Source: an optimization exercise on an open RTL-to-GDS flow (aim: small area). Production flows keep margins and buffers that such runs may drop. Function was checked by simulation only, so behaviour that the tests miss may differ from the original. Power is estimated from default activity; no workload was simulated.

build 72:
==> flow/design.v (excerpt) <==
module writeback_regfile_pipe #(
  parameter logic [63:0] RSP_INIT = 64'h0,
  parameter int          RET_W    = 16
) (
  input  logic             clk,
  input  logic             rst,
  input  logic [2:0]       W_stat,
  input  logic [3:0]       W_icode,
  input  logic [3:0]       W_dstE,
  input  logic [63:0]      W_valE,
  input  logic [3:0]       W_dstM,
  input  logic [63:0]      W_valM,
  output logic [63:0]      reg_file0,
  output logic [63:0]      reg_file1,
  output logic [63:0]      reg_file2,
  output logic [63:0]      reg_file3,
  output logic [63:0]      reg_file4,
  output logic [63:0]      reg_file5,
  output logic [63:0]      reg_file6,
  output logic [63:0]      reg_file7,
  output logic [63:0]      reg_file8,
  output logic [63:0]      reg_file9,
  output logic [63:0]      reg_file10,
  output logic [63:0]      reg_file11,
  output logic [63:0]      reg_file12,
  output logic [63:0]      reg_file13,
  output logic [63:0]      reg_file14,
  output logic [2:0]       stat,
  output logic             halted,
  output logic [RET_W-1:0] retired
);
  localparam logic [2:0] c_stat_aok = 3'd1;
  localparam logic [2:0] c_stat_ins = 3'd4;
  logic              r_halt;
  logic [2:0]        r_stat;
  logic [RET_W-1:0]  r_retired;
  logic              w_commit;
  logic [14:0][63:0] r_dat_n;    
  logic [14:0]       r_blank;    
  logic [14:0]       w_selm;     
  logic [14:0]       w_sele;     
  logic [14:0]       w_hold;     
  logic [14:0][63:0] w_rf;       
  assign w_commit = !r_halt && (W_stat == c_stat_aok);
  ...
Size: roughly 3100 cells after synthesis, roughly 1100 I/O pins, roughly 34000 sq um of cells after synthesis.
==> flow/config.mk <==
export PLATFORM = sky130hd
export DESIGN_NAME = writeback_regfile_pipe
export DESIGN_NICKNAME = writeback_regfile_pipe
export VERILOG_FILES = /design/flow/design.v
export SDC_FILE = /design/flow/constraint.sdc
export NUM_CORES = 4
export LEC_CHECK = 0
export CAP_MARGIN = 20
export CORE_AREA = 5 5 345 345
export DIE_AREA = 0 0 350 350
export PLACE_DENSITY = 0.45
export SLEW_MARGIN = 20
export SYNTH_HIERARCHICAL = 1
==> flow/constraint.sdc <==
create_clock -name core_clock -period 4.0 [get_ports {clk}]
set_input_delay 0.8000 -clock core_clock [delete_from_list [all_inputs] [get_ports {clk}]]
set_output_delay 0.8000 -clock core_clock [all_outputs]
set_load 0.01 [all_outputs]
standard.sh (not shown) runs the stock make flow with config.mk's settings and CLKGATE_MAP_FILE= SYNTH_SCRIPT=/design/flow/synth_recipe.tcl, a recipe that flattens the netlist after the stock synthesis.
==> flow/flow/run.sh <==
#!/bin/bash
# Standard ORFS layout (the standard.sh) with two changes:
#  - the port buffers use the smallest buffer cell instead of the one
#    buffer_ports picks by default;
#  - clock tree synthesis uses clkbuf_8 leaf buffers in clusters of up to 24
#    sinks, clkbuf_16 above them, and no dummy loads.
set -euo pipefail
CTS="-sink_clustering_enable -repair_clock_nets"
CTS+=" -root_buf sky130_fd_sc_hd__clkbuf_16 -tree_buf sky130_fd_sc_hd__clkbuf_16"
CTS+=" -sink_clustering_buffer sky130_fd_sc_hd__clkbuf_8"
CTS+=" -buf_list {sky130_fd_sc_hd__clkbuf_8 sky130_fd_sc_hd__clkbuf_16}"
CTS+=" -sink_clustering_size 24 -sink_clustering_max_diameter 60 -dont_use_dummy_load"
bash standard.sh \
  "BUFFER_PORTS_ARGS=-buffer_cell sky130_fd_sc_hd__buf_1" \
  "CTS_ARGS=$CTS" \
  finish > standard_flow.log 2>&1
--- input diff build 72..build 89 ---
- PLACE_DENSITY now 0.6, was 0.45
-- flow/flow/run.sh --
<<< build 72, line 5
#  - clock tree synthesis uses clkbuf_8 leaf buffers in clusters of up to 24
>>> build 89, line 5
#  - clock tree synthesis uses clkbuf_8 leaf buffers in clusters of up to 20
<<< build 72, line 12
CTS+=" -sink_clustering_size 24 -sink_clustering_max_diameter 60 -dont_use_dummy_load"
>>> build 89, line 12
CTS+=" -sink_clustering_size 20 -sink_clustering_max_diameter 50 -dont_use_dummy_load"
Results
Maximum fanout along the worst path: build 89 vs build 72 down 31
Compared to build 72, the router laid down less metal wire for build 89.
The higher total cell area at the placement stage of build 72 and build 89 is in build 72.
Wire length of the first global-routing pass went down by a little under 10% going from build 72 to build 89.
Relative to build 72, non-clock buffer count has decreased by 0.65% in build 89.
Build 89 -> build 72: part of the total power dissipated in combinational logic flat
Compared to build 72, build 89 has synthesis-to-finish area growth 1.4 points lower.
Compared with build 72, build 89 shows power lower by about 2.6%.
Build 72 has higher cell count than build 89.
Build 89 vs build 72: number of nets in the layout down
Critical path depth: build 89 vs build 72 up 1
The inputs of build 70 differ from those of build 89 as listed below.
- DIE_AREA now 0 0 330 330, was 0 0 350 350
- PLACE_DENSITY now 0.5, was 0.6
- CORE_AREA now 5 5 325 325, was 5 5 345 345
-- flow/flow/run.sh --
<<< build 89, line 2
# Standard ORFS layout (the standard.sh) with two changes:
>>> build 70, line 2
# Standard ORFS layout (the standard.sh) with three changes:
<<< build 89, line 5
#  - clock tree synthesis uses clkbuf_8 leaf buffers in clusters of up to 20
#    sinks, clkbuf_16 above them, and no dummy loads.
>>> build 70, line 5
#  - clock tree synthesis uses clkbuf_8 leaf buffers in clusters of up to 16
#    sinks, clkbuf_16 above them, and no dummy loads;
#  - I/O pins may sit one routing track apart (and in the corners), so that
#    the 1125 ports fit on a smaller die.
<<< build 89, line 12
CTS+=" -sink_clustering_size 20 -sink_clustering_max_diameter 50 -dont_use_dummy_load"
>>> build 70, line 14
CTS+=" -sink_clustering_size 16 -sink_clustering_max_diameter 50 -dont_use_dummy_load"
<<< build 89, line 16
>>> build 70, line 18
  "PLACE_PINS_ARGS=-min_distance 1 -min_distance_in_tracks -corner_avoidance 0" \
==> comparison <==
- Number of input and output port buffers inserted: build 89 vs build 70 identical
- On number of global-route vias before repair: between build 70 and build 89, it ends up higher for build 89.
- When build 70 is set beside build 89, its number of cells in the finished layout apart from fillers turns out to be 2.0% smaller.
- Relative to build 89, core utilization has gone up in build 70.
- The clock buffer count in build 70 was higher than what build 89 gave.
- Build 70 gives more power than build 89 did.
- Build 70 against build 89: share of total power in combinational logic lost 0.5 points, worst hold slack picked up an extra 0.046 ns.
- Compared build 70 vs build 89, and area overhead of the layout relative to synthesis is up in build 70.

separate check: timing with driven ports:
Ports are ideal in the flow. The routed layouts listed here were re-timed in OpenROAD.
Step 1: set_driving_cell puts a clkbuf_16 on clk and a buf_2 on each other input, an assumption about the parent block.
Step 2 times the ports against the registers' clock, not the clock port: input delays grow and output delays shrink by t, the midpoint of the rising clock arrivals with the driver on.
Three values: ideal ports, drivers, drivers and shift; two values: the first two.
run | shift t [ns] | setup WS [ns] | clock arrival spread, ns | worst data-port slew with drivers (ns) | cell pins on the clock port's net
build 72 | 0.708 | 0.664 / 0.594 / 0.513 | 0.085 / 0.086 | 0.11 | 1
build 89 | 0.685 | 0.655 / 0.582 / 0.494 | 0.114 / 0.114 | 0.09 | 1
build 70 | 0.711 | 0.658 / 0.583 / 0.377 | 0.068 / 0.068 | 0.10 | 1
After both steps every run listed still meets setup and hold. For build 70, which loses most, drivers alone change the setup slack by -0.075 ns; drivers and shift together by -0.281 ns.
